This is an optimization exercise on Yosys and OpenROAD, whose aim is small area, a short achievable clock period and few clock cycles per item, not a production implementation. No functional check of the RTL was part of any run shown here.

[flow/config.mk]
export PLATFORM = sky130hd
export DESIGN_NAME = adc_calibrate_deadzone_detect
export DESIGN_NICKNAME = adc_calibrate_deadzone_detect
export VERILOG_FILES = /design/flow/design.v
export SDC_FILE = /design/flow/constraint.sdc
export NUM_CORES = 4
export LEC_CHECK = 0
export CAP_MARGIN = 20
export CORE_MARGIN = 2
export CORE_UTILIZATION = 50
export SETUP_SLACK_MARGIN = 3.3
export SLEW_MARGIN = 20
[flow/constraint.sdc]
create_clock -name core_clock -period 6.0 [get_ports {clk_i}]
set_input_delay 1.2000 -clock core_clock [delete_from_list [all_inputs] [get_ports {clk_i}]]
set_output_delay 1.2000 -clock core_clock [all_outputs]
set_load 0.01 [all_outputs]
[flow/design.v]
`timescale 1ns / 1ps
package adcd_pkg;
  localparam int CHANNELS    = 4;
  localparam int SAMPLE_BITS = 12;
  localparam int CFG_IDX_W = 3;
  localparam logic [CFG_IDX_W-1:0] REG_MIN_BASE = 3'd0;
  localparam logic [CFG_IDX_W-1:0] REG_MAX      = 3'd4;
  localparam logic [CFG_IDX_W-1:0] REG_CENTER   = 3'd5;
  localparam logic [CFG_IDX_W-1:0] REG_DEAD     = 3'd6;
  localparam int MAX_RESET    = 3000;
  localparam int CENTER_RESET = 2048;
  localparam int DEAD_RESET   = 200;
  function automatic int min_reset(input int ch);
    case (ch)
      0, 1:    min_reset = 8;
      2, 3:    min_reset = 7;
      default: min_reset = 0;
    endcase
  endfunction
  localparam int DIV_STEPS = 6;
  localparam logic [DIV_STEPS:0] DIV_REGS = 7'b111_1111;
  localparam bit IN_REG = 1'b1;
  localparam int K_SHARE = 6;
  function automatic int num_regs(input logic [DIV_STEPS:0] m);
    num_regs = 0;
    for (int i = 0; i <= DIV_STEPS; i++) num_regs = num_regs + int'(m[i]);
  endfunction
  localparam int DIV_STAGES  = num_regs(DIV_REGS);
  localparam int PIPE_STAGES = DIV_STAGES + int'(IN_REG);
endpackage
`timescale 1ns / 1ps
module adcd_lane #(
  parameter int SAMPLE_BITS = adcd_pkg::SAMPLE_BITS
) (
  input  logic                    clk_i,
  input  logic                    en_i,
  input  logic [SAMPLE_BITS-1:0]  raw_i,    
  input  logic [SAMPLE_BITS-1:0]  lo_i,
  input  logic [SAMPLE_BITS-1:0]  hi_i,
  output logic [SAMPLE_BITS-1:0]  quo_o     
);
  localparam int SB = SAMPLE_BITS;
  localparam int NSTEP = adcd_pkg::DIV_STEPS;
  localparam logic [NSTEP:0] REGS = adcd_pkg::DIV_REGS;
  localparam int NK = (NSTEP + adcd_pkg::K_SHARE - 1) / adcd_pkg::K_SHARE;
  logic [SB-1:0] dm1;
  logic          span;
  logic [SB-1:0] k1_q;
  logic          span_q;
  logic [SB+1:0] k3;
  assign {span, dm1} = {1'b0, hi_i} + {1'b0, ~lo_i};
  assign k3          = {2'b00, k1_q} + {1'b0, k1_q, 1'b0} + (SB+2)'(2);
  always_ff @(posedge clk_i) begin
    k1_q   <= dm1;
    span_q <= span;
  end
  logic [NK-1:0][SB-1:0] k1c_q;
  logic [NK-1:0][SB+1:0] k3c_q;
  always_ff @(posedge clk_i) begin
    k1c_q <= {k1c_q[NK-2:0], dm1};
    k3c_q <= {k3c_q[NK-2:0], k3};
  end
  logic [SB-1:0] d1;
  logic          raw_gt_lo;
  logic          raw_ge_hi;
  logic          zero;
  logic [SB-1:0] rem0, low0;
  assign {raw_gt_lo, d1} = {1'b0, raw_i} + {1'b0, ~lo_i};
  assign raw_ge_hi       = (raw_i >= hi_i);
  assign zero            = !raw_gt_lo || !span_q;
  always_comb begin
    if (zero) begin
      rem0 = '0;
      low0 = '0;
    end else if (raw_ge_hi) begin
      rem0 = k1_q;
      low0 = ~k1_q;
    end else begin
      rem0 = d1;
      low0 = ~d1;
    end
  end
  logic [NSTEP:0][SB-1:0] rem_c, nq_c;    
  logic [NSTEP:0][SB-1:0] rem_p, nq_p;    
  assign rem_c[0] = rem0;
  assign nq_c[0]  = low0;
  for (genvar j = 0; j <= NSTEP; j++) begin : g_pos
    if (REGS[j]) begin : g_reg
      logic [SB-1:0] nq_r;
      always_ff @(posedge clk_i) begin
        if (en_i) nq_r <= nq_c[j];
      end
      assign nq_p[j] = nq_r;
      if (j < NSTEP) begin : g_rem
        logic [SB-1:0] rem_r;
        always_ff @(posedge clk_i) begin
          if (en_i) rem_r <= rem_c[j];
        end
        assign rem_p[j] = rem_r;
      end else begin : g_norem
        assign rem_p[j] = '0;
      end
    end else begin : g_wire
      assign rem_p[j] = rem_c[j];
      assign nq_p[j]  = nq_c[j];
    end
    if (j < NSTEP) begin : g_step
      logic [SB+1:0] x, s1, s2, s3;
      logic          c1, c2, c3;
      logic [SB-1:0] k1;
      logic [SB+1:0] k3s;
      assign k1  = k1c_q[j / adcd_pkg::K_SHARE];
      assign k3s = k3c_q[j / adcd_pkg::K_SHARE];
      assign x        = {rem_p[j], nq_p[j][SB-1:SB-2]};
      assign {c1, s1} = {1'b0, x} + {1'b0, ~{2'b00, k1}};
      assign {c2, s2} = {1'b0, x} + {1'b0, ~{1'b0, k1, 1'b1}};
      assign {c3, s3} = {1'b0, x} + {1'b0, ~k3s};
      always_comb begin
        if (c3)      rem_c[j+1] = s3[SB-1:0];
        else if (c2) rem_c[j+1] = s2[SB-1:0];
        else if (c1) rem_c[j+1] = s1[SB-1:0];
        else         rem_c[j+1] = x[SB-1:0];
      end
      assign nq_c[j+1] = {nq_p[j][SB-3:0], c2, c3 || (c1 && !c2)};
    end
  end
  assign quo_o = nq_p[NSTEP];
endmodule
`timescale 1ns / 1ps
module adcd_merge #(
  parameter int SAMPLE_BITS = adcd_pkg::SAMPLE_BITS
) (
  input  logic                                           clk_i,
  input  logic                                           rst_ni,
  input  logic [SAMPLE_BITS-1:0]                         center_i,
  input  logic [SAMPLE_BITS-1:0]                         dead_i,
  input  logic                                           valid_i,    
  input  logic [adcd_pkg::CHANNELS-1:0][SAMPLE_BITS-1:0] scaled_i,
  input  logic                                           out_stall_i,
  output logic                                           run_o,
  output logic                                           stall_o,
  output logic                                           out_valid_o,
  output logic [adcd_pkg::CHANNELS-1:0][SAMPLE_BITS-1:0] scaled_o,
  output logic                                           active_o,
  output logic                                           neutral_event_o
);
  localparam int SB = SAMPLE_BITS;
  localparam int CH = adcd_pkg::CHANNELS;
  localparam int W  = CH * SB + 2;
  logic [SB:0]   upper_q;
  logic [SB-1:0] lower_q;
  logic          lower_ok_q;
  always_ff @(posedge clk_i) begin
    upper_q    <= {1'b0, center_i} + {1'b0, dead_i};
    lower_q    <= center_i - dead_i;
    lower_ok_q <= (center_i > dead_i);
  end
  logic [CH-1:0] over;
  for (genvar ch = 0; ch < CH; ch++) begin : g_over
    assign over[ch] = ({1'b0, scaled_i[ch]} > upper_q) ||
                      (lower_ok_q && (scaled_i[ch] < lower_q));
  end
  logic run_q, stall_q, ov_q, sv_q, idle_seen_q;
  logic ov_d, sv_d;
  logic act, evt, inc, pop;
  logic [W-1:0] res, o_q, s_q;
  assign act = |over;
  assign evt = !act && !idle_seen_q;
  assign res = {scaled_i, act, evt};
  assign inc = run_q && valid_i;
  assign pop = ov_q && !out_stall_i;
  always_comb begin
    if (!ov_q) begin
      ov_d = inc;
      sv_d = 1'b0;
    end else if (pop) begin
      ov_d = sv_q || inc;
      sv_d = sv_q && inc;
    end else begin
      ov_d = 1'b1;
      sv_d = sv_q || inc;
    end
  end
  always_ff @(posedge clk_i or negedge rst_ni) begin
    if (!rst_ni) begin
      run_q       <= 1'b1;
      stall_q     <= 1'b0;
      ov_q        <= 1'b0;
      sv_q        <= 1'b0;
      idle_seen_q <= 1'b0;
    end else begin
      run_q   <= !sv_d;
      stall_q <= sv_d;
      ov_q    <= ov_d;
      sv_q    <= sv_d;
      if (inc) idle_seen_q <= !act;
    end
  end
  always_ff @(posedge clk_i) begin
    if (!ov_q || pop) o_q <= (sv_q ? s_q : res);
    if (ov_q && (pop ? sv_q : !sv_q)) s_q <= res;
  end
  assign run_o           = run_q;
  assign stall_o         = stall_q;
  assign out_valid_o     = ov_q;
  assign active_o        = o_q[1];
  assign neutral_event_o = o_q[0];
  for (genvar ch = 0; ch < CH; ch++) begin : g_out
    assign scaled_o[ch] = o_q[2 + ch*SB +: SB];
  end
endmodule
`timescale 1ns / 1ps
module adc_calibrate_deadzone_detect #(
  parameter int SAMPLE_BITS = adcd_pkg::SAMPLE_BITS
) (
  input  logic                           clk_i,
  input  logic                           rst_ni,
  input  logic                           cfg_we_i,
  input  logic [adcd_pkg::CFG_IDX_W-1:0] cfg_idx_i,
  input  logic [SAMPLE_BITS-1:0]         cfg_data_i,
  input  logic                           in_valid_i,
  output logic                           in_stall_o,
  input  logic [SAMPLE_BITS-1:0]         sample_ch0_i,
  input  logic [SAMPLE_BITS-1:0]         sample_ch1_i,
  input  logic [SAMPLE_BITS-1:0]         sample_ch2_i,
  input  logic [SAMPLE_BITS-1:0]         sample_ch3_i,
  output logic                           out_valid_o,
  input  logic                           out_stall_i,
  output logic [SAMPLE_BITS-1:0]         scaled_ch0_o,
  output logic [SAMPLE_BITS-1:0]         scaled_ch1_o,
  output logic [SAMPLE_BITS-1:0]         scaled_ch2_o,
  output logic [SAMPLE_BITS-1:0]         scaled_ch3_o,
  output logic                           active_o,
  output logic                           neutral_event_o
);
  localparam int CH = adcd_pkg::CHANNELS;
  localparam int NS = adcd_pkg::PIPE_STAGES;
  logic [CH-1:0][SAMPLE_BITS-1:0] min_q;
  logic [SAMPLE_BITS-1:0]         max_q;
  logic [SAMPLE_BITS-1:0]         center_q;
  logic [SAMPLE_BITS-1:0]         dead_q;
  for (genvar ch = 0; ch < CH; ch++) begin : g_min
    always_ff @(posedge clk_i or negedge rst_ni) begin
      if (!rst_ni) begin
        min_q[ch] <= SAMPLE_BITS'(adcd_pkg::min_reset(ch));
      end else if (cfg_we_i &&
                   cfg_idx_i == adcd_pkg::REG_MIN_BASE + adcd_pkg::CFG_IDX_W'(ch)) begin
        min_q[ch] <= cfg_data_i;
      end
    end
  end
  always_ff @(posedge clk_i or negedge rst_ni) begin
    if (!rst_ni) begin
      max_q    <= SAMPLE_BITS'(adcd_pkg::MAX_RESET);
      center_q <= SAMPLE_BITS'(adcd_pkg::CENTER_RESET);
      dead_q   <= SAMPLE_BITS'(adcd_pkg::DEAD_RESET);
    end else if (cfg_we_i) begin
      case (cfg_idx_i)
        adcd_pkg::REG_MAX:    max_q    <= cfg_data_i;
        adcd_pkg::REG_CENTER: center_q <= cfg_data_i;
        adcd_pkg::REG_DEAD:   dead_q   <= cfg_data_i;
        default: ;
      endcase
    end
  end
  logic                           run;
  logic [CH-1:0][SAMPLE_BITS-1:0] raw_q;
  logic [NS-1:0]                  valid_q;
  if (adcd_pkg::IN_REG) begin : g_in_reg
    always_ff @(posedge clk_i) begin
      if (run) begin
        raw_q[0] <= sample_ch0_i;
        raw_q[1] <= sample_ch1_i;
        raw_q[2] <= sample_ch2_i;
        raw_q[3] <= sample_ch3_i;
      end
    end
  end else begin : g_in_wire
    assign raw_q[0] = sample_ch0_i;
    assign raw_q[1] = sample_ch1_i;
    assign raw_q[2] = sample_ch2_i;
    assign raw_q[3] = sample_ch3_i;
  end
  always_ff @(posedge clk_i or negedge rst_ni) begin
    if (!rst_ni) begin
      valid_q <= '0;
    end else if (run) begin
      valid_q <= NS'({valid_q, in_valid_i});
    end
  end
  logic [CH-1:0][SAMPLE_BITS-1:0] lane_scaled;
  for (genvar ch = 0; ch < CH; ch++) begin : g_lane
    adcd_lane #(
      .SAMPLE_BITS(SAMPLE_BITS)
    ) u_lane (
      .clk_i (clk_i),
      .en_i  (run),
      .raw_i (raw_q[ch]),
      .lo_i  (min_q[ch]),
      .hi_i  (max_q),
      .quo_o (lane_scaled[ch])
    );
  end
  logic [CH-1:0][SAMPLE_BITS-1:0] out_scaled;
  adcd_merge #(
    .SAMPLE_BITS(SAMPLE_BITS)
  ) u_merge (
    .clk_i          (clk_i),
    .rst_ni         (rst_ni),
    .center_i       (center_q),
    .dead_i         (dead_q),
    .valid_i        (valid_q[NS-1]),
    .scaled_i       (lane_scaled),
    .out_stall_i    (out_stall_i),
    .run_o          (run),
    .stall_o        (in_stall_o),
    .out_valid_o    (out_valid_o),
    .scaled_o       (out_scaled),
    .active_o       (active_o),
    .neutral_event_o(neutral_event_o)
  );
  assign scaled_ch0_o = out_scaled[0];
  assign scaled_ch1_o = out_scaled[1];
  assign scaled_ch2_o = out_scaled[2];
  assign scaled_ch3_o = out_scaled[3];
endmodule
[flow/run.sh]
#!/bin/bash
# synth_recipe.tcl (not shown) runs the flow's synth.tcl, then flattens the netlist and writes it again
# the make line also repeats each setting of config.mk as NAME=value (left out here)
make -C /OpenROAD-flow-scripts/flow DESIGN_CONFIG=/design/flow/config.mk WORK_HOME=/design/flow/orfs CLKGATE_MAP_FILE= SYNTH_SCRIPT=/design/flow/synth_recipe.tcl finish
==> flow_metrics.tcl, run 1 <==
set metrics [dict create \
    synth_seq_cells 1001 \
    met1_length_um 116000 \
    synthCells 8310 \
    post-route-period-util_pct 52.0 \
    die_y_um 411 \
    hold_class "reg -> reg" \
    dp_slack_ns 1.97 \
    start_util_pct 50.2 \
    cts_buffer_depth 3 \
    grt_pass1_wl_um 404000 \
    place.gp.congestion 0.895 \
    stdcell_area_um2 110000 \
    yosysTopAreaCell "edfxtp_1" \
    fin_ws_ns 2.88 \
    avgSynthCellArea_um2 9.96 \
    finalMaxSlewViolations 0 \
    synth_edf_count 772 \
    area_growth_pct 33.0 \
    syn_nets 9703 \
    rsz0062_at_grt "yes" \
    yosysSeqAreaShare_pct 34.1 \
    synth_top_area_share_pct 28.0 \
    routedWlPerCell_um 23.3 \
    utilization_pct 66.8 \
    highest_layer "met5" \
    die_area_um2 169000 \
    synth_common_cells "1251 x ha_1, 772 x edfxtp_1, 554 x o21ai_0, 540 x nand2_1, 490 x a21oi_1" \
    worst_slew_pin_slew_ns 1.02 \
    synth_ff_type "edfxtp_1" \
    period_needed_ns 3.12 \
    dpl-instance-area_um2 87300 \
    fmax_mhz 320 \
    cts.sinks 1001 \
    fin_worst_skew_ns 0.0548 \
    grt-ovfl-total 0 \
    ys_warn_count 5 \
    insertion_delay_ns 0.80 \
    synth.area.top_cells "edfxtp_1 28%, ha_1 19%, xnor2_1 4.2%" \
    port_buffers 119 \
    numCtsBuffers 115 \
    drc 0 \
    wirelength_um 276000 \
    async_flop_share_pct 9.59 \
    io_pins 120 \
    cp_max_fo 7 \
    ctsRootBufferMaster "clkbuf_16" \
    wl_met2_um 129000 \
    fin_setup_tns_ns 0 \
    maxSlewHeadroom_pct 31.9 \
    ant_nets 0 \
    vias 71700 \
    status "no timing/DRC/antenna violations" \
    netlist_area_um2 82800 \
    track_usage_pct 30.8 \
    path_clk_slew_ns 0.07 \
    dr_wl_met3_um 17200 \
    setup_violations 0 \
    final-hold-violation-count 0 \
    antenna_found_initial 11 \
    crit_path_end_kind "register" \
    nets 10900 \
    drt_iter0_drc 5627 \
    grt_max_degree 89 \
    cts_htree_levels 3 \
    cts_tree "yes" \
    postCtsHoldBufs 0 \
    final_layout_size_suffix_gt1_share_pct 31.4 \
    viasPerCell 6.06 \
    synth_most_common_cell "ha_1" \
    start_kind "register" \
    drt-pass1-iter-count 7 \
    cap_violations 0 \
    coreArea_um2 165000 \
    num_rows 149 \
    synth_cell_types 96 \
    die_w_um 411 \
    worstPathRequired_ns 6.55 \
    place_hpwl_um 174000 \
    grt_pass1_vias 69100 \
    arrival_ns 3.67 \
    crit_type "reg -> reg" \
]
## registers in the layout (all words and copies together), names as in the netlist, 4 cells and up
name	flops
center_q	12
dead_q	12
g_lane.u_lane.g_pos.g_reg.g_rem.rem_r	288
g_lane.u_lane.g_pos.g_reg.nq_r	336
g_lane.u_lane.k1c_q	48
g_lane.u_lane.k3c_q	56
g_lane.u_lane.span_q	4
max_q	12
min_q	48
raw_q	48
u_merge.lower_q	11
u_merge.o_q	50
u_merge.s_q	50
u_merge.upper_q	13
valid_q	8
## timing repair
action | CTS | global route
gates cloned | 78 | 8
buffers inserted | 740 | 235
gates resized for setup | 1562 | 810
endpoints found under the setup margin | 483 | 416
hold endpoints to repair | 0 | 0
pin swaps | 491 | 494
## logic make-up after synthesis
| logic type | synth area share (%) |
|---|---|
| muxes | 5.56 |
| adders and majority gates | 20.7 |
| and+or+nand+nor | 12.2 |
| DFF | 34.1 |
| AOI/OAI and AO/OA | 18.0 |
| buffers and inverters | 2.89 |
| xor gates and xnor gates | 6.45 |
## cell usage in the layout (no fill, tap or decap), types with 151 or more instances in the layout
cell type and n:
nor2_1 445, buf_6 269, a21o_1 249, mux2i_1 158, o21ai_2 152, a21oi_1 353, nand3_1 172, edfxtp_1 772
o21a_1 151, xnor2_1 393, o21ai_0 289, buf_4 674, ha_4 161, nor3_1 245, ha_1 1067, nand2_1 485
xor2_1 209, inv_1 348
## through the flow
step                instances  hold slack, ns
finish                  11800           0.407
global route            11800           0.410
global placement        10500           0.377
detailed placement      10500           0.383
CTS                     11600           0.408
floorplan                8310           0.374
## worst paths after layout
kind	start	to	slack (ns)	depth (start not counted)
worst max-delay path	g_lane[0].u_lane.k1c_q[8]$_DFF_P_	g_lane[0].u_lane.g_pos[2].g_reg.g_rem.rem_r[0]$_DFFE_PP_	2.88	12
worst min-delay path	g_lane[1].u_lane.k1c_q[0]$_DFF_P_	g_lane[1].u_lane.k3c_q[0]$_DFF_P_	0.41	0
worst max register to register	g_lane[0].u_lane.k1c_q[8]$_DFF_P_	g_lane[0].u_lane.g_pos[2].g_reg.g_rem.rem_r[0]$_DFFE_PP_	2.88	12
worst min register to register	g_lane[1].u_lane.k1c_q[0]$_DFF_P_	g_lane[1].u_lane.k3c_q[0]$_DFF_P_	0.41	0
max in group asynchronous	rst_ni	max_q[1]$_DFFE_PN0P_	4.45	2
min in group asynchronous	rst_ni	u_merge.idle_seen_q$_DFFE_PN0P_	0.52	1
## critical path, stage by stage (launching register included)
cell and delay, ns:
dfxtp_2 0.41, clkinvlp_4 0.14, buf_12 0.16, ha_1 0.35
a21o_1 0.18, a21oi_1 0.26, nand2_1 0.16, a31oi_4 0.24
o21ai_4 0.09, buf_12 0.17, nand2b_4 0.07, mux2_2 0.34
mux2_2 0.28
## metal layers
metal / global-route usage [%] / up-vias
li1: - / 33700
met1: 40.1 / 35000
met2: 50.6 / 2250
met3: 4.94 / 642
met4: 13.5 / 20
met5: 0 / -
## area by class of cell
class | count | area, um2
multi-input combinational | 6761 | 61000
timing repair inverter | 3 | 30.0
antenna | 1 | 2.50
clock inverter | 80 | 1120
clock buffer | 138 | 3090
fill | 12400 | 54600
inverter | 467 | 2110
sequential | 1001 | 28400
timing repair buffer | 1189 | 11600
tap | 2189 | 2740
==> inputs of run 2 (changes only) <==
--- a/flow/design.v
+++ b/flow/design.v
@@ -20,7 +20,7 @@
   localparam int DIV_STEPS = 6;
   localparam logic [DIV_STEPS:0] DIV_REGS = 7'b111_1111;
   localparam bit IN_REG = 1'b1;
-  localparam int K_SHARE = 6;
+  localparam int K_SHARE = 3;
   function automatic int num_regs(input logic [DIV_STEPS:0] m);
     num_regs = 0;
     for (int i = 0; i <= DIV_STEPS; i++) num_regs = num_regs + int'(m[i]);
@@ -54,11 +54,17 @@
     k1_q   <= dm1;
     span_q <= span;
   end
-  logic [NK-1:0][SB-1:0] k1c_q;
-  logic [NK-1:0][SB+1:0] k3c_q;
+  logic [NK-1:0][SB-1:0] nk1_q;
+  logic [NK-1:0][SB+1:0] nk3_q;
   always_ff @(posedge clk_i) begin
-    k1c_q <= {k1c_q[NK-2:0], dm1};
-    k3c_q <= {k3c_q[NK-2:0], k3};
+    nk1_q[0] <= ~dm1;
+    nk3_q[0] <= ~k3;
+  end
+  for (genvar i = 1; i < NK; i++) begin : g_kc
+    always_ff @(posedge clk_i) begin
+      nk1_q[i] <= nk1_q[i-1];
+      nk3_q[i] <= nk3_q[i-1];
+    end
   end
   logic [SB-1:0] d1;
   logic          raw_gt_lo;
@@ -74,7 +80,7 @@
       low0 = '0;
     end else if (raw_ge_hi) begin
       rem0 = k1_q;
-      low0 = ~k1_q;
+      low0 = nk1_q[0];
     end else begin
       rem0 = d1;
       low0 = ~d1;
@@ -107,20 +113,21 @@
     if (j < NSTEP) begin : g_step
       logic [SB+1:0] x, s1, s2, s3;
       logic          c1, c2, c3;
-      logic [SB-1:0] k1;
-      logic [SB+1:0] k3s;
-      assign k1  = k1c_q[j / adcd_pkg::K_SHARE];
-      assign k3s = k3c_q[j / adcd_pkg::K_SHARE];
+      logic [SB-1:0] nk1;
+      logic [SB+1:0] nk3;
+      logic          h0, h1, h2, h3;
+      assign nk1      = nk1_q[j / adcd_pkg::K_SHARE];
+      assign nk3      = nk3_q[j / adcd_pkg::K_SHARE];
       assign x        = {rem_p[j], nq_p[j][SB-1:SB-2]};
-      assign {c1, s1} = {1'b0, x} + {1'b0, ~{2'b00, k1}};
-      assign {c2, s2} = {1'b0, x} + {1'b0, ~{1'b0, k1, 1'b1}};
-      assign {c3, s3} = {1'b0, x} + {1'b0, ~k3s};
-      always_comb begin
-        if (c3)      rem_c[j+1] = s3[SB-1:0];
-        else if (c2) rem_c[j+1] = s2[SB-1:0];
-        else if (c1) rem_c[j+1] = s1[SB-1:0];
-        else         rem_c[j+1] = x[SB-1:0];
-      end
+      assign {c1, s1} = {1'b0, x} + {3'b011, nk1};
+      assign {c2, s2} = {1'b0, x} + {2'b01, nk1, 1'b0};
+      assign {c3, s3} = {1'b0, x} + {1'b0, nk3};
+      assign h3 = c3;
+      assign h2 = c2 && !c3;
+      assign h1 = c1 && !c2;
+      assign h0 = !c1;
+      assign rem_c[j+1] = ({SB{h3}} & s3[SB-1:0]) | ({SB{h2}} & s2[SB-1:0]) |
+                          ({SB{h1}} & s1[SB-1:0]) | ({SB{h0}} & x[SB-1:0]);
       assign nq_c[j+1] = {nq_p[j][SB-3:0], c2, c3 || (c1 && !c2)};
     end
   end
==> run 2 against run 1 <==
  * Clock skew fell by 0.028 ns
  * Routed wire length fell by 5.2%
  * Non-clock buffer count down 256
  * Setup slack got worse by 0.0080 ns
  * Synthesized area decreased by 0.84%
  * First-iteration DRC count grew 5.8%
  * Sequential cell count is 152 higher
  * Critical path depth grew 2
  * Highest routed layer unchanged
==> flow_metrics.tcl, run 2 <==
set metrics [dict create \
    status "no timing/DRC/antenna violations" \
    start_util_pct 50.4 \
    synthCells 8024 \
    track_usage_pct 29.6 \
    synth.area.top_cells "edfxtp_1 28%, ha_1 19%, dfxtp_1 6.9%" \
    cts_tree "yes" \
    setup_violations 0 \
    antenna_found_initial 20 \
    place_hpwl_um 181000 \
    grt_pass1_vias 68000 \
    dpl-instance-area_um2 86400 \
    die_area_um2 167000 \
    numCtsBuffers 136 \
    coreArea_um2 163000 \
    die_w_um 409 \
    start_kind "register" \
    slowest_stage "edfxtp_1" \
    synth_ff_type "edfxtp_1" \
    grt_max_degree 156 \
    synth_seq_cells 1153 \
    ctsRootBufferMaster "clkbuf_16" \
    async_flop_share_pct 8.33 \
    final_layout_size_suffix_gt1_share_pct 26.7 \
    port_buffers 119 \
    slowest_delay_ns 0.44 \
    vias 69400 \
    place.gp.congestion 0.945 \
    final-hold-violation-count 0 \
    synth_common_cells "1249 x ha_1, 772 x edfxtp_1, 552 x a21oi_1, 532 x nand2_1, 514 x nor2_1" \
    num_rows 148 \
    die_y_um 409 \
    worstPathRequired_ns 6.59 \
    drt_iter0_drc 5956 \
    synth_edf_count 772 \
    largestRegisters "g_lane.u_lane.g_pos.g_reg.nq_r (336), g_lane.u_lane.g_pos.g_reg.g_rem.rem_r (288), g_lane.u_lane.nk3_q (112)" \
    io_pins 120 \
    synth_top_area_share_pct 28.2 \
    final_cell_mix "1097 x ha_1, 772 x edfxtp_1, 562 x buf_4" \
    area_growth_pct 28.5 \
    fin_worst_skew_ns 0.0269 \
    post-route-period-util_pct 52.2 \
    ant_nets 0 \
    hold_class "reg -> reg" \
    layout_commonest_cell "ha_1" \
    netlist_area_um2 82100 \
    wirelength_um 262000 \
    met2_usage_pct 48.3 \
    arrival_ns 3.72 \
    syn_nets 9415 \
    grtUsageMet1_pct 39.2 \
    cap_violations 0 \
    grt-ovfl-total 0 \
    yosysTopAreaCell "edfxtp_1" \
    yosysSeqAreaShare_pct 38.1 \
    grt-busiest-layer "met2" \
    cts_htree_levels 4 \
    crit_path_end_kind "register" \
    grt_pass1_wl_um 389000 \
    ys_warn_count 3 \
    nets 10400 \
    insertion_delay_ns 0.79 \
    synth_cell_types 86 \
    drc 0 \
    period_needed_ns 3.13 \
    cts_buffer_depth 3 \
    worst_slew_pin_slew_ns 1.08 \
    top_register "g_lane.u_lane.g_pos.g_reg.nq_r" \
    synth_most_common_cell "ha_1" \
    finalMaxSlewViolations 0 \
    cp_max_fo 5 \
    routedWlPerCell_um 23.1 \
    avgSynthCellArea_um2 10.2 \
    rrSetupSlack_ns 2.87 \
    rsz0062_at_grt "yes" \
    cts.sinks 1153 \
    drt-pass1-iter-count 9 \
    viasPerCell 6.13 \
    postCtsHoldBufs 0 \
    cp_cell_sequence "ha_2 -> inv_2 -> fa_2 -> nor2b_2 -> o31a_1 -> o41ai_4 -> a21oi_2 -> a221o_2 -> buf_4 -> nor3_4 -> buf_6 -> buf_12 -> nand2_2 -> o211ai_1" \
    crit_type "reg -> reg" \
    maxSlewHeadroom_pct 27.9 \
    path_clk_slew_ns 0.07 \
    use_met3_pct 3.92 \
    fmax_mhz 320 \
    stdcell_area_um2 106000 \
    fin_setup_tns_ns 0 \
    largest_reg_flops 336 \
]
[run 2: final cells by class]
cell class	count	area [um2]
Sequential cell	1153	31500
Multi-Input combinational cell	6335	55900
Antenna cell	15	37.5
Clock buffer	176	3830
Clock inverter	78	863
Timing Repair Buffer	933	8790
Tap cell	2175	2720
Fill cell	12600	57400
Inverter	458	1830
[run 2: cells by family (layout without fill, tap and decap cells)]
family          Yosys count  after routing  share of synthesized area (%)
compound gates         2325           2346                           19.0
simple gates           1926           1936                           11.3
fa+ha+maj              1324           1324                           20.8
flops                  1153           1153                           38.1
xor+xnor                617            617                           6.58
buf+inv                 567           1645                           2.63
mux                     112            112                           1.51
other cells               0             15                              0
[run 2: through the flow]
step	worst slack [ns]	util [%]	hold WS [ns]	cells
finish	2.87	64.8	0.407	11300
global placement	2.04	53.0	0.392	10300
CTS	2.95	61.4	0.394	11000
detailed placement	2.22	53.0	0.396	10300
floorplan	0.613	-	0.375	8024
global route	2.75	64.8	0.413	11300
[run 2: metal layers]
layer | share of wire, % | up-vias | wire (um)
li1 | - | 32500 | -
met1 | 42 | 33800 | 111000
met2 | 47 | 2390 | 122000
met3 | 6.1 | 686 | 15900
met4 | 4.8 | 6 | 12600
met5 | 0.014 | - | 37
[run 2: final timing paths]
path | start | depth (start not counted) | to
worst min register to register | g_lane[2].u_lane.g_pos[1].g_reg.nq_r[9]$_DFFE_PP_ | 0 | g_lane[2].u_lane.g_pos[2].g_reg.nq_r[11]$_DFFE_PP_
max in group asynchronous | rst_ni | 2 | min_q[1]$_DFFE_PN0P_
worst max register to register | g_lane[0].u_lane.g_pos[4].g_reg.nq_r[10]$_DFFE_PP_ | 14 | g_lane[0].u_lane.g_pos[5].g_reg.g_rem.rem_r[8]$_DFFE_PP_
min in group asynchronous | rst_ni | 1 | u_merge.stall_q$_DFF_PN0_
worst max-delay path | g_lane[0].u_lane.g_pos[4].g_reg.nq_r[10]$_DFFE_PP_ | 14 | g_lane[0].u_lane.g_pos[5].g_reg.g_rem.rem_r[8]$_DFFE_PP_
worst min-delay path | g_lane[2].u_lane.g_pos[1].g_reg.nq_r[9]$_DFFE_PP_ | 0 | g_lane[2].u_lane.g_pos[2].g_reg.nq_r[11]$_DFFE_PP_
[run 2: timing repair]
item	CTS	global route
buffers inserted	469	279
gates resized for setup	1236	739
pin swaps	481	504
cloned	44	11
endpoints found under the setup margin	477	466
[run 2: worst max-delay path, delay by kind of cell, from the launching register on]
family	cells	cell delay (ns)
compound gates	5	1.34
buf+inv	4	0.48
fa+ha+maj	2	0.43
flops	1	0.44
simple gates	3	0.25
==> inputs of run 3 (changes only) <==
--- a/flow/config.mk
+++ b/flow/config.mk
@@ -10,3 +10,4 @@
 export CORE_UTILIZATION = 50
 export SETUP_SLACK_MARGIN = 3.3
 export SLEW_MARGIN = 20
+export TNS_END_PERCENT = 10
==> run 3 against run 2 <==
  * Still clean
  * Clock skew up 0.0011 ns
  * Routed wire length fell by 4.5%
  * Maximum frequency fell by 2.4%
  * Worst hold slack lost 0.0052 ns
  * Cell area fell by 7.4%
  * Sequential share of layout area increased by 2.3 points
==> flow_metrics.tcl, run 3 <==
set metrics [dict create \
    grt_max_degree 150 \
    cp_max_fo 7 \
    final_cell_mix "1175 x ha_1, 772 x edfxtp_1, 523 x nand2_1" \
    synth_ff_type "edfxtp_1" \
    r2r_cells 11 \
    timing.rr.end "g_lane[3].u_lane.g_pos[4].g_reg.g_rem.rem_r[9]$_DFFE_PP_" \
    syn_nets 9415 \
    endpoint "g_lane[3].u_lane.g_pos[4].g_reg.g_rem.rem_r[9]$_DFFE_PP_" \
    ant_nets 0 \
    area_growth_pct 19.0 \
    grt_pass1_vias 65100 \
    fin_worst_skew_ns 0.0279 \
    coreArea_um2 163000 \
    layout_commonest_cell "ha_1" \
    postCtsHoldBufs 0 \
    synth.area.top_cells "edfxtp_1 28%, ha_1 19%, dfxtp_1 6.9%" \
    cts_htree_levels 4 \
    final_layout_size_suffix_gt1_share_pct 16.1 \
    fin_setup_tns_ns 0 \
    period_needed_ns 3.21 \
    fmax_mhz 312 \
    async_flop_share_pct 8.33 \
    worstPathRequired_ns 6.52 \
    viasPerCell 6.08 \
    grt_pass1_wl_um 375000 \
    arrival_ns 3.73 \
    post-route-period-util_pct 53.4 \
    worst_slew_pin_slew_ns 1.09 \
    timing.rr.start "g_lane[3].u_lane.g_pos[3].g_reg.nq_r[10]$_DFFE_PP_" \
    setup_violations 0 \
    maxSlewHeadroom_pct 26.8 \
    path_clk_slew_ns 0.06 \
    start_kind "register" \
    drt-pass1-iter-count 6 \
    crit_path_end_kind "register" \
    final-hold-violation-count 0 \
    nets 10000 \
    synth_top_area_share_pct 28.2 \
    rrSetupSlack_ns 2.79 \
    utilization_pct 59.9 \
    synth_cell_types 86 \
    die_w_um 409 \
    insertion_delay_ns 0.79 \
    track_usage_pct 28.6 \
    startpoint "g_lane[3].u_lane.g_pos[3].g_reg.nq_r[10]$_DFFE_PP_" \
    wirelength_um 250000 \
    vias 66400 \
    status "no timing/DRC/antenna violations" \
    drt_iter0_drc 4998 \
    antenna_found_initial 9 \
    cts.sinks 1153 \
    ctsRootBufferMaster "clkbuf_16" \
    finalMaxSlewViolations 0 \
    cts_buffer_depth 3 \
    dpl-instance-area_um2 86100 \
    io_pins 120 \
    numCtsBuffers 137 \
    synth_seq_cells 1153 \
    die_y_um 409 \
    crit_type "reg -> reg" \
    place.gp.congestion 0.940 \
    synthCells 8024 \
    stdcell_area_um2 97700 \
    ys_warn_count 3 \
    cap_violations 0 \
    top_register "g_lane.u_lane.g_pos.g_reg.nq_r" \
    fin_ws_ns 2.79 \
    num_rows 148 \
    drc 0 \
    cts_tree "yes" \
    port_buffers 119 \
    place_hpwl_um 183000 \
    synth_edf_count 772 \
    routedWlPerCell_um 22.9 \
    grt-ovfl-total 0 \
    rsz0062_at_grt "yes" \
    largestRegisters "g_lane.u_lane.g_pos.g_reg.nq_r (336), g_lane.u_lane.g_pos.g_reg.g_rem.rem_r (288), g_lane.u_lane.nk3_q (112)" \
    hold_class "reg -> reg" \
    dp_slack_ns 2.13 \
    start_util_pct 50.4 \
    synth_most_common_cell "ha_1" \
    synth_common_cells "1249 x ha_1, 772 x edfxtp_1, 552 x a21oi_1, 532 x nand2_1, 514 x nor2_1" \
    netlist_area_um2 82100 \
    largest_reg_flops 336 \
    avgSynthCellArea_um2 10.2 \
    yosysTopAreaCell "edfxtp_1" \
    die_area_um2 167000 \
    yosysSeqAreaShare_pct 38.1 \
]
## run 3: cell types whose count changed in the layout (fill, tap and decap cells not counted), moves of 41 or more
cell,previous run,this run
o21ai_0,295,400
buf_4,562,336
nand2_1,455,523
inv_1,365,406
a22oi_1,41,98
buf_6,180,66
ha_4,110,46
a21oi_2,124,34
ha_1,1097,1175
clkdlybuf4s50_1,66,118
a21oi_1,393,504
a22oi_2,72,15
nand2_4,46,5
o21ai_1,107,50
## run 3: kinds of logic (layout without fill, tap and decap cells)
group / count (synthesis) / count (layout) / share of synthesized area, %
buffers and inverters: 567 / 1273 / 2.63
other: 0 / 2 / 0
muxes: 112 / 112 / 1.51
DFF: 1153 / 1153 / 38.1
and+or+nand+nor: 1926 / 1931 / 11.3
xor gates and xnor gates: 617 / 617 / 6.58
AOI/OAI and AO/OA: 2325 / 2339 / 19.0
adders and majority gates: 1324 / 1324 / 20.8
## run 3: critical path, cell delays in order (launching register included)
cell and delay, ns:
edfxtp_1 0.47, ha_1 0.27, inv_1 0.08, fa_1 0.21, nor2b_1 0.07, o31a_1 0.31, o41ai_4 0.31, a21oi_1 0.17
a221o_2 0.44, buf_2 0.21, a222oi_1 0.30, nand2_1 0.09
## run 3: metrics by stage
step / instances / hold WS (ns)
3_3_place_gp: 10300 / 0.399
4_1_cts: 10700 / 0.379
6_report: 10900 / 0.401
3_5_place_dp: 10300 / 0.404
5_1_grt: 10900 / 0.407
2_1_floorplan: 8024 / 0.375
## run 3: timing repair
action / in CTS / in global routing
endpoints found under the hold margin: 0 / 0
buffers inserted: 186 / 185
resized for setup: 372 / 456
setup endpoints to repair: 446 / 480
gates cloned: 16 / 16
pin swaps: 95 / 177
## run 3: metal layers
layer  global-route usage [%]  share of wire [%]  vias up
met5                        0              0.010        -
met4                     12.0                4.7        4
met3                     4.01                5.5      540
met2                     46.1                 46     1986
met1                     38.4                 44    32200
li1                         -                  -    31700
## run 3: final cells by class
cell class,count,area [um2]
inverter,458,1780
sequential,1153,31500
clock inverter,76,953
clock buffer,180,3920
tap,2175,2720
antenna,2,5.00
fill,13500,65300
multi-input combinational,6323,51700
timing repair buffer,559,5190
## run 3: how the worst min path moves through the flow
stage / slack (ns) / start / cells after the start / endpoint
after floorplan: 0.37 / g_lane[0].u_lane.nk3_q[0]$_DFF_P_ / 0 / g_lane[0].u_lane.nk3_q[14]$_DFF_P_
after global placement: 0.40 / g_lane[3].u_lane.nk3_q[1]$_DFF_P_ / 0 / g_lane[3].u_lane.nk3_q[15]$_DFF_P_
after detailed placement: 0.40 / g_lane[2].u_lane.k1_q[0]$_DFF_P_ / 1 / g_lane[2].u_lane.nk3_q[0]$_DFF_P_
after CTS: 0.38 / rst_ni / 1 / u_merge.ov_q$_DFF_PN0_
after global routing: 0.41 / g_lane[0].u_lane.nk3_q[0]$_DFF_P_ / 0 / g_lane[0].u_lane.nk3_q[14]$_DFF_P_
final: 0.40 / g_lane[0].u_lane.nk3_q[0]$_DFF_P_ / 0 / g_lane[0].u_lane.nk3_q[14]$_DFF_P_
==> inputs of run 4 (changes only) <==
--- a/flow/config.mk
+++ b/flow/config.mk
@@ -8,6 +8,4 @@
 export CAP_MARGIN = 20
 export CORE_MARGIN = 2
 export CORE_UTILIZATION = 50
-export SETUP_SLACK_MARGIN = 3.3
 export SLEW_MARGIN = 20
-export TNS_END_PERCENT = 10
==> run 4 against run 3 <==
  * Clock-buffer cell count decreased by 11
  * Die area did not move
  * Routed wire length is 5.4% lower
  * Cell area is 7.0% lower
  * Synthesized area stayed put
==> flow_metrics.tcl, run 4 <==
set metrics [dict create \
    crit_buf_inv 1 \
    post-route-period-util_pct 66.8 \
    setup_violations 0 \
    top_register "g_lane.u_lane.g_pos.g_reg.nq_r" \
    largestRegisters "g_lane.u_lane.g_pos.g_reg.nq_r (336), g_lane.u_lane.g_pos.g_reg.g_rem.rem_r (288), g_lane.u_lane.nk3_q (112)" \
    avgSynthCellArea_um2 10.2 \
    place.gp.congestion 0.953 \
    vias 64000 \
    path_clk_slew_ns 0.06 \
    final-hold-violation-count 0 \
    r2r_cells 10 \
    period_needed_ns 4.01 \
    hold_depth 0 \
    cts.sinks 1153 \
    insertion_delay_ns 0.79 \
    num_rows 148 \
    ctsRootBufferMaster "clkbuf_16" \
    cts_htree_levels 4 \
    cts_buffer_depth 3 \
    grt_max_degree 163 \
    cp_cell_sequence "inv_1 -> ha_1 -> nand2_1 -> o21ai_0 -> a211oi_1 -> o21bai_1 -> a2111oi_0 -> o31a_1 -> nand3_1 -> o211a_1" \
    maxSlewHeadroom_pct 28.6 \
    slowest_stage "o31a_1" \
    netlist_area_um2 82100 \
    area_growth_pct 10.6 \
    final_layout_size_suffix_gt1_share_pct 5.91 \
    nets 9613 \
    synth.area.top_cells "edfxtp_1 28%, ha_1 19%, dfxtp_1 6.9%" \
    port_buffers 119 \
    rsz0062_at_grt "no" \
    numCtsBuffers 136 \
    async_flop_share_pct 8.33 \
    fin_worst_skew_ns 0.0310 \
    synth_ff_type "edfxtp_1" \
    synth_most_common_cell "ha_1" \
    worstPathRequired_ns 6.54 \
    synth_top_area_share_pct 28.2 \
    cap_violations 0 \
    start_util_pct 50.4 \
    slowest_delay_ns 0.86 \
    cts_tree "yes" \
    finalMaxSlewViolations 0 \
    dpl-instance-area_um2 86100 \
    track_usage_pct 27.7 \
    die_y_um 409 \
    crit_type "reg -> reg" \
    viasPerCell 6.08 \
    grt_pass1_wl_um 363000 \
    antenna_found_initial 14 \
    coreArea_um2 163000 \
    largest_reg_flops 336 \
    syn_nets 9415 \
    final_cell_mix "1249 x ha_1, 772 x edfxtp_1, 550 x a21oi_1" \
    cts_setup_buffers 0 \
    drc 0 \
    hold_path_end "g_lane[0].u_lane.g_pos[3].g_reg.nq_r[6]$_DFFE_PP_" \
    start_kind "register" \
    synthCells 8024 \
    rrSetupSlack_ns 1.99 \
    path_delay_family "compound AO/OA/AOI/OAI gates" \
    stdcell_area_um2 90900 \
    synth_common_cells "1249 x ha_1, 772 x edfxtp_1, 552 x a21oi_1, 532 x nand2_1, 514 x nor2_1" \
    fin_setup_tns_ns 0 \
    worst_slew_pin_slew_ns 1.07 \
    die_w_um 409 \
    layout_commonest_cell "ha_1" \
    synth_cell_types 86 \
    ant_nets 0 \
    post_cts_resized 0 \
    die_area_um2 167000 \
    ys_warn_count 3 \
    place_hpwl_um 184000 \
    fmax_mhz 250 \
    wirelength_um 236000 \
    yosysSeqAreaShare_pct 38.1 \
    drt-pass1-iter-count 6 \
    crit_path_end_kind "register" \
    cp_max_fo 23 \
    routedWlPerCell_um 22.5 \
    yosysTopAreaCell "edfxtp_1" \
    grt-ovfl-total 0 \
    postCtsHoldBufs 0 \
    grt_pass1_vias 62400 \
    drt_iter0_drc 6049 \
    arrival_ns 4.55 \
    io_pins 120 \
    synth_seq_cells 1153 \
    min-delay-start "g_lane[0].u_lane.g_pos[2].g_reg.nq_r[4]$_DFFE_PP_" \
    timing.rr.start "max_q[1]$_DFFE_PN0P_" \
    timing.rr.end "g_lane[2].u_lane.g_pos[0].g_reg.nq_r[8]$_SDFFCE_PP0P_" \
    status "no timing/DRC/antenna violations" \
    hold_class "reg -> reg" \
    cp.depth 10 \
    synth_edf_count 772 \
    num-fill-cells 14200 \
]
## run 4: logic make-up (layout without fill, tap and decap cells)
family,Yosys count,count (layout),share of synthesized area [%]
buffers and inverters,567,880,2.63
AOI/OAI and AO/OA,2325,2325,19.0
other,0,2,0
xor gates and xnor gates,617,617,6.58
muxes,112,112,1.51
adders and majority gates,1324,1324,20.8
DFF,1153,1153,38.1
and+or+nand+nor,1926,1926,11.3
## run 4: worst reg2reg max path, delay by kind of cell, from the launching register on
family / cells / cell delay [ns]
AO/OA/AOI/OAI: 6 / 2.12
flip-flops: 1 / 0.51
buffers and inverters: 1 / 0.51
adder cells (fa/ha/maj): 1 / 0.34
AND/OR/NAND/NOR: 2 / 0.31
## run 4: metal layers
metal	up-vias	track usage (%)	share of wire, %
met4	0	8.72	3.1
met3	368	3.16	5.8
met5	-	0	0
li1	30800	-	-
met2	1921	44.2	45
met1	30900	39.2	46
## run 4: layout make-up
type                    count  area [um2]  area share, %
well taps                2175        2720           3.00
clock buffers             169        3700           4.08
clock inverters            84        1030           1.14
multi-input cells        6304       48700           53.6
repair buffers            169        1630           1.79
diodes                      2        5.00        0.00551
flip-flops and latches   1153       31300           34.5
inverters                 458        1720           1.89
## run 4: worst max path at each step
stage / from / end / slack, ns
6_report: max_q[1]$_DFFE_PN0P_ / g_lane[2].u_lane.g_pos[0].g_reg.nq_r[8]$_SDFFCE_PP0P_ / 1.99
5_1_grt: max_q[1]$_DFFE_PN0P_ / g_lane[2].u_lane.g_pos[0].g_reg.g_rem.rem_r[5]$_SDFFCE_PP0P_ / 1.70
4_1_cts: max_q[1]$_DFFE_PN0P_ / g_lane[2].u_lane.g_pos[0].g_reg.nq_r[8]$_SDFFCE_PP0P_ / 2.02
3_5_place_dp: max_q[1]$_DFFE_PN0P_ / g_lane[2].u_lane.g_pos[0].g_reg.nq_r[8]$_SDFFCE_PP0P_ / 2.01
3_3_place_gp: g_lane[0].u_lane.nk1_q[1]$_DFF_P_ / g_lane[0].u_lane.g_pos[2].g_reg.g_rem.rem_r[6]$_DFFE_PP_ / 2.14
2_1_floorplan: u_merge.run_q$_DFF_PN1_ / u_merge.stall_q$_DFF_PN0_ / 0.61
## run 4: through the flow
stage / std cells / hold slack (ns) / setup slack, ns / util, %
2_1_floorplan: 8024 / 0.375 / 0.613 / -
3_3_place_gp: 10300 / 0.389 / 2.14 / 52.8
3_5_place_dp: 10300 / 0.391 / 2.01 / 52.8
4_1_cts: 10500 / 0.400 / 2.02 / 55.7
5_1_grt: 10500 / 0.413 / 1.70 / 55.7
6_report: 10500 / 0.406 / 1.99 / 55.8
==> inputs of run 5 (changes only) <==
--- a/flow/config.mk
+++ b/flow/config.mk
@@ -8,4 +8,6 @@
 export CAP_MARGIN = 20
 export CORE_MARGIN = 2
 export CORE_UTILIZATION = 50
+export SETUP_SLACK_MARGIN = 3.6
 export SLEW_MARGIN = 20
+export TNS_END_PERCENT = 5
==> run 5 against run 4 <==
  * Cell area is 7.7% higher
  * Maximum frequency is 25% higher
  * Die area stayed put
  * Synthesized area stayed put
  * Critical path depth is 1 higher
  * Critical path type unchanged
  * Worst hold slack worse by 0.0017 ns
  * Non-clock buffer count is 399 higher
  * Critical endpoint is now g_lane[3].u_lane.g_pos[4].g_reg.g_rem.rem_r[9]$_DFFE_PP_
  * Highest routed layer is now met5
  * First-iteration DRC count is 17% lower
  * Routed wire length is 6.1% higher
  * Final cell count is 4.0% higher
==> flow_metrics.tcl, run 5 <==
set metrics [dict create \
    min-delay-start "g_lane[0].u_lane.nk3_q[0]$_DFF_P_" \
    setup_violations 0 \
    coreArea_um2 163000 \
    synth_ff_type "edfxtp_1" \
    num-fill-cells 13500 \
    start_util_pct 50.4 \
    layout_commonest_cell "ha_1" \
    wirelength_um 251000 \
    maxSlewHeadroom_pct 26.7 \
    final_layout_size_suffix_gt1_share_pct 16.3 \
    synthCells 8024 \
    highest_layer "met5" \
    port_buffers 119 \
    start_kind "register" \
    grt_max_degree 150 \
    met1_length_um 109000 \
    routedWlPerCell_um 22.9 \
    fin_setup_tns_ns 0 \
    cp_max_fo 7 \
    area_growth_pct 19.2 \
    die_area_um2 167000 \
    place.gp.congestion 0.940 \
    ant_nets 0 \
    cts.sinks 1153 \
    rsz0062_at_grt "yes" \
    nets 10000 \
    synth.area.top_cells "edfxtp_1 28%, ha_1 19%, dfxtp_1 6.9%" \
    track_usage_pct 28.7 \
    status "no timing/DRC/antenna violations" \
    fin_worst_skew_ns 0.0262 \
    yosysSeqAreaShare_pct 38.1 \
    cts_buffer_depth 3 \
    r2r_cells 11 \
    cap_violations 0 \
    antenna_found_initial 9 \
    die_w_um 409 \
    numCtsBuffers 137 \
    fmax_mhz 313 \
    ys_warn_count 3 \
    insertion_delay_ns 0.79 \
    finalMaxSlewViolations 0 \
    async_flop_share_pct 8.33 \
    num_rows 148 \
    io_pins 120 \
    path_clk_slew_ns 0.06 \
    rrSetupSlack_ns 2.80 \
    crit_path_end_kind "register" \
    largest_reg_flops 336 \
    synth_cell_types 86 \
    syn_nets 9415 \
    largestRegisters "g_lane.u_lane.g_pos.g_reg.nq_r (336), g_lane.u_lane.g_pos.g_reg.g_rem.rem_r (288), g_lane.u_lane.nk3_q (112)" \
    post-route-period-util_pct 53.3 \
    die_y_um 409 \
    postCtsHoldBufs 0 \
    dr_wl_met3_um 14200 \
    synth_seq_cells 1153 \
    grt_pass1_vias 65300 \
    final_cell_mix "1179 x ha_1, 772 x edfxtp_1, 522 x nand2_1" \
    hold_path_end "g_lane[0].u_lane.nk3_q[14]$_DFF_P_" \
    synth_most_common_cell "ha_1" \
    cts_htree_levels 4 \
    utilization_pct 60.1 \
    drc 0 \
    drt-pass1-iter-count 8 \
    cts_tree "yes" \
    arrival_ns 3.72 \
    top_register "g_lane.u_lane.g_pos.g_reg.nq_r" \
    drt_iter0_drc 5045 \
    grt_pass1_wl_um 376000 \
    vias 66500 \
    place_hpwl_um 183000 \
    timing.rr.end "g_lane[3].u_lane.g_pos[4].g_reg.g_rem.rem_r[9]$_DFFE_PP_" \
    wl_met2_um 116000 \
    timing.rr.start "g_lane[3].u_lane.g_pos[3].g_reg.nq_r[10]$_DFFE_PP_" \
    period_needed_ns 3.20 \
    avgSynthCellArea_um2 10.2 \
    synth_edf_count 772 \
    fin_ws_ns 2.80 \
    hold_depth 0 \
    dp_slack_ns 2.13 \
    worst_slew_pin_slew_ns 1.09 \
    grt-ovfl-total 0 \
    netlist_area_um2 82100 \
    hold_class "reg -> reg" \
    crit_type "reg -> reg" \
    viasPerCell 6.08 \
    synth_common_cells "1249 x ha_1, 772 x edfxtp_1, 552 x a21oi_1, 532 x nand2_1, 514 x nor2_1" \
    ctsRootBufferMaster "clkbuf_16" \
    final-hold-violation-count 0 \
    worstPathRequired_ns 6.52 \
    synth_top_area_share_pct 28.2 \
    yosysTopAreaCell "edfxtp_1" \
]
-- run 5: cell count changes in the layout (fill, tap and decap cells not counted), moves of 49 or more --
cell / before / now
buf_4: 45 / 343
ha_1: 1249 / 1179
buf_6: 1 / 68
o21ai_0: 458 / 394
dfxtp_1: 285 / 224
inv_1: 456 / 406
a21oi_1: 550 / 501
-- run 5: area by class of cell --
cell class,count,area [um2],area share (%)
Tap cell,2175,2720,2.78
Clock buffer,180,3920,4.01
Sequential cell,1153,31500,32.1
Inverter,458,1780,1.82
Clock inverter,76,953,0.974
Antenna cell,2,5.00,0.00511
Timing Repair Buffer,568,5280,5.39
Multi-Input combinational cell,6325,51800,52.9
-- run 5: cells by family (layout without fill, tap and decap cells) --
family,Yosys count,count (layout),share of synthesized area [%]
compound gates,2325,2340,19.0
xor+xnor,617,617,6.58
fa+ha+maj,1324,1324,20.8
buf+inv,567,1282,2.63
flops,1153,1153,38.1
mux,112,112,1.51
other cells,0,2,0
simple gates,1926,1932,11.3
-- run 5: worst max-delay path, cell delays in order (launching register included) --
cell	delay (ns)
edfxtp_1	0.47
ha_1	0.27
inv_1	0.08
fa_1	0.21
nor2b_1	0.07
o31a_1	0.31
o41ai_4	0.31
a21oi_1	0.17
a221o_2	0.44
buf_2	0.21
a222oi_1	0.30
nand2_1	0.09
-- run 5: repair_timing --
| item | CTS | global route |
|---|---|---|
| endpoints found under the setup margin | 863 | 900 |
| resized for setup | 407 | 448 |
| endpoints found under the hold margin | 0 | 0 |
| gates cloned | 19 | 17 |
| pin swaps | 114 | 175 |
| setup buffers | 197 | 181 |
-- run 5: how the worst max path moves through the flow --
| stage | slack [ns] | start | end | cells after the start |
|---|---|---|---|---|
| after floorplan | 0.61 | u_merge.run_q$_DFF_PN1_ | u_merge.stall_q$_DFF_PN0_ | 6 |
| after detailed placement | 2.13 | g_lane[0].u_lane.nk1_q[1]$_DFF_P_ | g_lane[0].u_lane.g_pos[3].g_reg.g_rem.rem_r[11]$_DFFE_PP_ | 11 |
| after global placement | 2.25 | g_lane[0].u_lane.nk1_q[1]$_DFF_P_ | g_lane[0].u_lane.g_pos[3].g_reg.g_rem.rem_r[11]$_DFFE_PP_ | 11 |
| final | 2.80 | g_lane[3].u_lane.g_pos[3].g_reg.nq_r[10]$_DFFE_PP_ | g_lane[3].u_lane.g_pos[4].g_reg.g_rem.rem_r[9]$_DFFE_PP_ | 11 |
| after global routing | 2.72 | g_lane[3].u_lane.nk3_q[14]$_DFF_P_ | g_lane[3].u_lane.g_pos[4].g_reg.g_rem.rem_r[4]$_DFFE_PP_ | 11 |
| after CTS | 2.80 | g_lane[3].u_lane.g_pos[3].g_reg.nq_r[10]$_DFFE_PP_ | g_lane[3].u_lane.g_pos[4].g_reg.g_rem.rem_r[9]$_DFFE_PP_ | 11 |
-- run 5: stage by stage --
stage,instance area (um2),hold slack [ns],std cells
2_1_floorplan,82100,0.375,8024
3_3_place_gp,86100,0.399,10300
3_5_place_dp,86100,0.404,10300
4_1_cts,94400,0.379,10700
5_1_grt,97900,0.412,10900
6_report,97900,0.405,10900
-- run 5: layer usage --
layer,vias to the layer above,track usage [%]
met5,-,0
met4,6,12.0
met3,544,4.10
met2,2039,46.4
met1,32200,38.4
li1,31700,-
==> inputs of run 6 (changes only) <==
--- a/flow/design.v
+++ b/flow/design.v
@@ -20,7 +20,7 @@
   localparam int DIV_STEPS = 6;
   localparam logic [DIV_STEPS:0] DIV_REGS = 7'b111_1111;
   localparam bit IN_REG = 1'b1;
-  localparam int K_SHARE = 3;
+  localparam int K_SHARE = 6;
   function automatic int num_regs(input logic [DIV_STEPS:0] m);
     num_regs = 0;
     for (int i = 0; i <= DIV_STEPS; i++) num_regs = num_regs + int'(m[i]);
@@ -191,13 +191,13 @@
   always_ff @(posedge clk_i or negedge rst_ni) begin
     if (!rst_ni) begin
       run_q       <= 1'b1;
-      stall_q     <= 1'b0;
+      stall_q     <= 1'b1;
       ov_q        <= 1'b0;
       sv_q        <= 1'b0;
       idle_seen_q <= 1'b0;
     end else begin
       run_q   <= !sv_d;
-      stall_q <= sv_d;
+      stall_q  <= sv_d;
       ov_q    <= ov_d;
       sv_q    <= sv_d;
       if (inc) idle_seen_q <= !act;
@@ -292,7 +292,7 @@
     if (!rst_ni) begin
       valid_q <= '0;
     end else if (run) begin
-      valid_q <= NS'({valid_q, in_valid_i});
+      valid_q <= NS'({valid_q, in_valid_i && !in_stall_o});
     end
   end
   logic [CH-1:0][SAMPLE_BITS-1:0] lane_scaled;
--- a/flow/config.mk
+++ b/flow/config.mk
@@ -8,6 +8,6 @@
 export CAP_MARGIN = 20
 export CORE_MARGIN = 2
 export CORE_UTILIZATION = 50
-export SETUP_SLACK_MARGIN = 3.6
+export SETUP_SLACK_MARGIN = 3.3
 export SLEW_MARGIN = 20
-export TNS_END_PERCENT = 5
+export TNS_END_PERCENT = 10
==> run 6 against run 5 <==
  * Critical endpoint is now g_lane[3].u_lane.g_pos[2].g_reg.g_rem.rem_r[3]$_DFFE_PP_
  * Non-clock buffer count up 10
  * Sequential cell count down 103
  * Global-route usage up 0.76 points
  * Clock skew up 0.0088 ns
  * Clock-buffer cell count down 35
  * Via count down 0.49%
  * Core utilization down 0.76 points
  * Die area down 2.1%
  * Critical path type unchanged
  * First-iteration DRC count up 20%
==> flow_metrics.tcl, run 6 <==
set metrics [dict create \
    startpoint "g_lane[3].u_lane.g_pos[1].g_reg.g_rem.rem_r[0]$_DFFE_PP_" \
    path_delay_family "compound AO/OA/AOI/OAI gates" \
    grt_max_degree 148 \
    synth_xor_xnor_area_share_pct 6.77 \
    antenna_found_initial 8 \
    coreArea_um2 160000 \
    dr_wl_met3_um 16100 \
    post-route-period-util_pct 52.4 \
    slowest_stage "edfxtp_1" \
    grt_pass1_wl_um 373000 \
    fin_setup_tns_ns 0 \
    min-delay-start "g_lane[0].u_lane.g_pos[4].g_reg.nq_r[2]$_DFFE_PP_" \
    cts_tree "yes" \
    largest_reg_flops 336 \
    yosysTopAreaCell "edfxtp_1" \
    layout_commonest_cell "ha_1" \
    setup_violations 0 \
    synth_edf_count 772 \
    worst_slew_pin_slew_ns 1.03 \
    synth_cell_types 88 \
    synthSimpleGateAreaFrac_pct 12.2 \
    fin_worst_skew_ns 0.0350 \
    synth_ff_type "edfxtp_1" \
    yosysSeqAreaShare_pct 36.4 \
    place.gp.congestion 0.925 \
    netlist_area_um2 80300 \
    cts_buffer_depth 3 \
    io_pins 120 \
    die_y_um 405 \
    drt_iter0_drc 6072 \
    die_w_um 405 \
    rsz0062_at_grt "yes" \
    wirelength_um 250000 \
    track_usage_pct 29.4 \
    synthMuxAreaShare_pct 1.62 \
    crit_buf_inv 1 \
    cts.sinks 1050 \
    cp_max_fo 5 \
    async_flop_share_pct 9.24 \
    crit_path_end_kind "register" \
    grt_pass1_vias 62500 \
    hold_depth 0 \
    met1_length_um 114000 \
    vias 66200 \
    wl_met2_um 111000 \
    top_register "g_lane.u_lane.g_pos.g_reg.nq_r" \
    maxSlewHeadroom_pct 31.4 \
    timing.rr.end "g_lane[3].u_lane.g_pos[2].g_reg.g_rem.rem_r[3]$_DFFE_PP_" \
    area_growth_pct 18.1 \
    finalMaxSlewViolations 0 \
    place_hpwl_um 178000 \
    arrival_ns 3.63 \
    synth_top_family_by_area "adder cells" \
    synth-compound-area-share_pct 18.9 \
    cp_cell_sequence "ha_1 -> nor2b_1 -> o31a_1 -> o41ai_2 -> a21oi_2 -> a221o_2 -> buf_4 -> a22o_1 -> a221o_1" \
    num_rows 147 \
    worstPathRequired_ns 6.48 \
    synth.area.top_cells "edfxtp_1 29%, ha_1 19%, xnor2_1 4.7%" \
    ys_warn_count 3 \
    largestRegisters "g_lane.u_lane.g_pos.g_reg.nq_r (336), g_lane.u_lane.g_pos.g_reg.g_rem.rem_r (288), g_lane.u_lane.nk3_q (56)" \
    routedWlPerCell_um 23.2 \
    viasPerCell 6.15 \
    cap_violations 0 \
    drt-pass1-iter-count 9 \
    status "no timing/DRC/antenna violations" \
    timing.rr.start "g_lane[3].u_lane.g_pos[1].g_reg.g_rem.rem_r[0]$_DFFE_PP_" \
    avgSynthCellArea_um2 10.1 \
    fmax_mhz 318 \
    slowest_delay_ns 0.49 \
    synthCells 7965 \
    path_clk_slew_ns 0.07 \
    synth_fa_ha_area_share_pct 21.3 \
    final-hold-violation-count 0 \
    cts_htree_levels 3 \
    placed_cells 10100 \
    grt-ovfl-total 0 \
    crit_type "reg -> reg" \
    synth_seq_cells 1050 \
    hold_class "reg -> reg" \
    synth_common_cells "1250 x ha_1, 772 x edfxtp_1, 534 x a21oi_1, 517 x nand2_1, 508 x nor2_1" \
    postCtsHoldBufs 0 \
    ctsRootBufferMaster "clkbuf_16" \
    start_util_pct 50.2 \
    r2r_cells 9 \
    start_kind "register" \
    rrSetupSlack_ns 2.86 \
    final_layout_size_suffix_gt1_share_pct 15.7 \
    port_buffers 119 \
    nets 9956 \
    highest_layer "met4" \
    hold_path_end "g_lane[0].u_lane.g_pos[5].g_reg.nq_r[4]$_DFFE_PP_" \
    cp.depth 9 \
    syn_nets 9357 \
    period_needed_ns 3.14 \
    die_area_um2 164000 \
    insertion_delay_ns 0.76 \
    synth_most_common_cell "ha_1" \
    drc 0 \
    final_cell_mix "1196 x ha_1, 772 x edfxtp_1, 511 x nand2_1" \
    ant_nets 0 \
    fin_cells 10800 \
    numCtsBuffers 119 \
    synth_top_area_share_pct 28.9 \
]
==> run 6: cell types whose count changed after synthesis, moves of 10 or more <==
cell     before  now
o31ai_1      29   18
or3_1        54   65
dfxtp_1     285  181
mux2i_1      20   30
o211a_1      12    0
and3_1       38   52
nand3_1     122  145
inv_1       456  480
a21o_1      245  224
a21oi_1     552  534
nand4_1      67   77
o22ai_1       2   12
nand2_1     532  517
==> run 6: worst register-to-register path, cell delays in order, from the launching register on <==
cell,delay (ns)
edfxtp_1,0.49
ha_1,0.39
nor2b_1,0.16
o31a_1,0.28
o41ai_2,0.32
a21oi_2,0.14
a221o_2,0.46
buf_4,0.17
a22o_1,0.19
a221o_1,0.29
==> run 6: logic make-up (layout without fill, tap and decap cells) <==
logic type | count (synthesis) | in the layout
xor+xnor | 621 | 621
buf+inv | 592 | 1285
other cells | 0 | 1
mux | 119 | 119
compound gates | 2263 | 2271
fa+ha+maj | 1325 | 1325
simple gates | 1995 | 1999
flops | 1050 | 1050
==> run 6: layout make-up <==
class,instances,area (um2)
Timing Repair Buffer,578,5370
Inverter,480,1870
Clock inverter,82,885
Multi-Input combinational cell,6335,51400
Sequential cell,1050,29400
Antenna cell,1,2.50
Clock buffer,145,3290
Tap cell,2086,2610
Fill cell,13600,65100
==> run 6: timing repair <==
item | CTS | global route
cloned | 6 | 13
buffers inserted | 226 | 147
gates resized for setup | 437 | 334
pin swaps | 107 | 138
setup endpoints to repair | 486 | 544
==> run 6: stage by stage <==
| stage | hold WS (ns) | util [%] | area (um2) | setup slack, ns |
|---|---|---|---|---|
| after floorplan | 0.375 | - | 80300 | 0.516 |
| after global placement | 0.401 | 52.7 | 84400 | 1.59 |
| after detailed placement | 0.405 | 52.8 | 84400 | 1.50 |
| after CTS | 0.399 | 57.6 | 92200 | 2.82 |
| after global routing | 0.407 | 59.3 | 94900 | 2.72 |
| final | 0.406 | 59.3 | 94900 | 2.86 |
==> run 6: how the worst max path moves through the flow <==
| stage | slack (ns) | end |
|---|---|---|
| 2_1_floorplan | 0.52 | u_merge.idle_seen_q$_DFFE_PN0P_ |
| 3_3_place_gp | 1.59 | g_lane[0].u_lane.g_pos[1].g_reg.g_rem.rem_r[1]$_DFFE_PP_ |
| 3_5_place_dp | 1.50 | g_lane[0].u_lane.g_pos[1].g_reg.g_rem.rem_r[5]$_DFFE_PP_ |
| 4_1_cts | 2.82 | g_lane[3].u_lane.g_pos[4].g_reg.g_rem.rem_r[1]$_DFFE_PP_ |
| 5_1_grt | 2.72 | g_lane[1].u_lane.g_pos[2].g_reg.g_rem.rem_r[3]$_DFFE_PP_ |
| 6_report | 2.86 | g_lane[3].u_lane.g_pos[2].g_reg.g_rem.rem_r[3]$_DFFE_PP_ |
==> run 6: routing by layer <==
layer	GRT usage, %	vias up
met4	10.1	0
met2	46.4	2198
li1	-	31500
met1	41.8	32100
met5	0	-
met3	3.56	419

what the ideal ports hide:
The results above use ideal ports. As a check the final layouts listed here were re-extracted and re-timed, cells and wires unchanged.
Step 1 sets driving cells, clkbuf_16 on the clock port and buf_2 on the other inputs (assumed; they add their load-dependent delay and slew).
Step 2, shift: input delay + t, output delay - t, t = (earliest + latest rising clock arrival at the registers) / 2. This alone moves slack from input paths to output paths.
Three values: no drivers, after step 1, after step 2; two values: the first two.
run	t, ns	slack for setup (ns)	worst setup path after step 2	worst register clock-pin slew, ns	cell pins on the clock port's net
run 1	0.862	2.879 / 2.879 / 2.520	input to register	0.07 / 0.07	1
run 2	0.866	2.871 / 2.871 / 2.811	input to register	0.07 / 0.07	1
run 3	0.857	2.794 / 2.777 / 2.328	input to register	0.07 / 0.07	1
run 4	0.851	1.993 / 1.993 / 1.993	register to register	0.07 / 0.07	1
run 5	0.857	2.804 / 2.774 / 2.354	input to register	0.07 / 0.07	1
run 6	0.835	2.859 / 2.832 / 2.450	input to register	0.07 / 0.07	1
After both steps setup and hold are still met in every run listed. For run 3, which loses most, drivers alone change the setup slack by -0.017 ns; drivers and shift together by -0.466 ns.
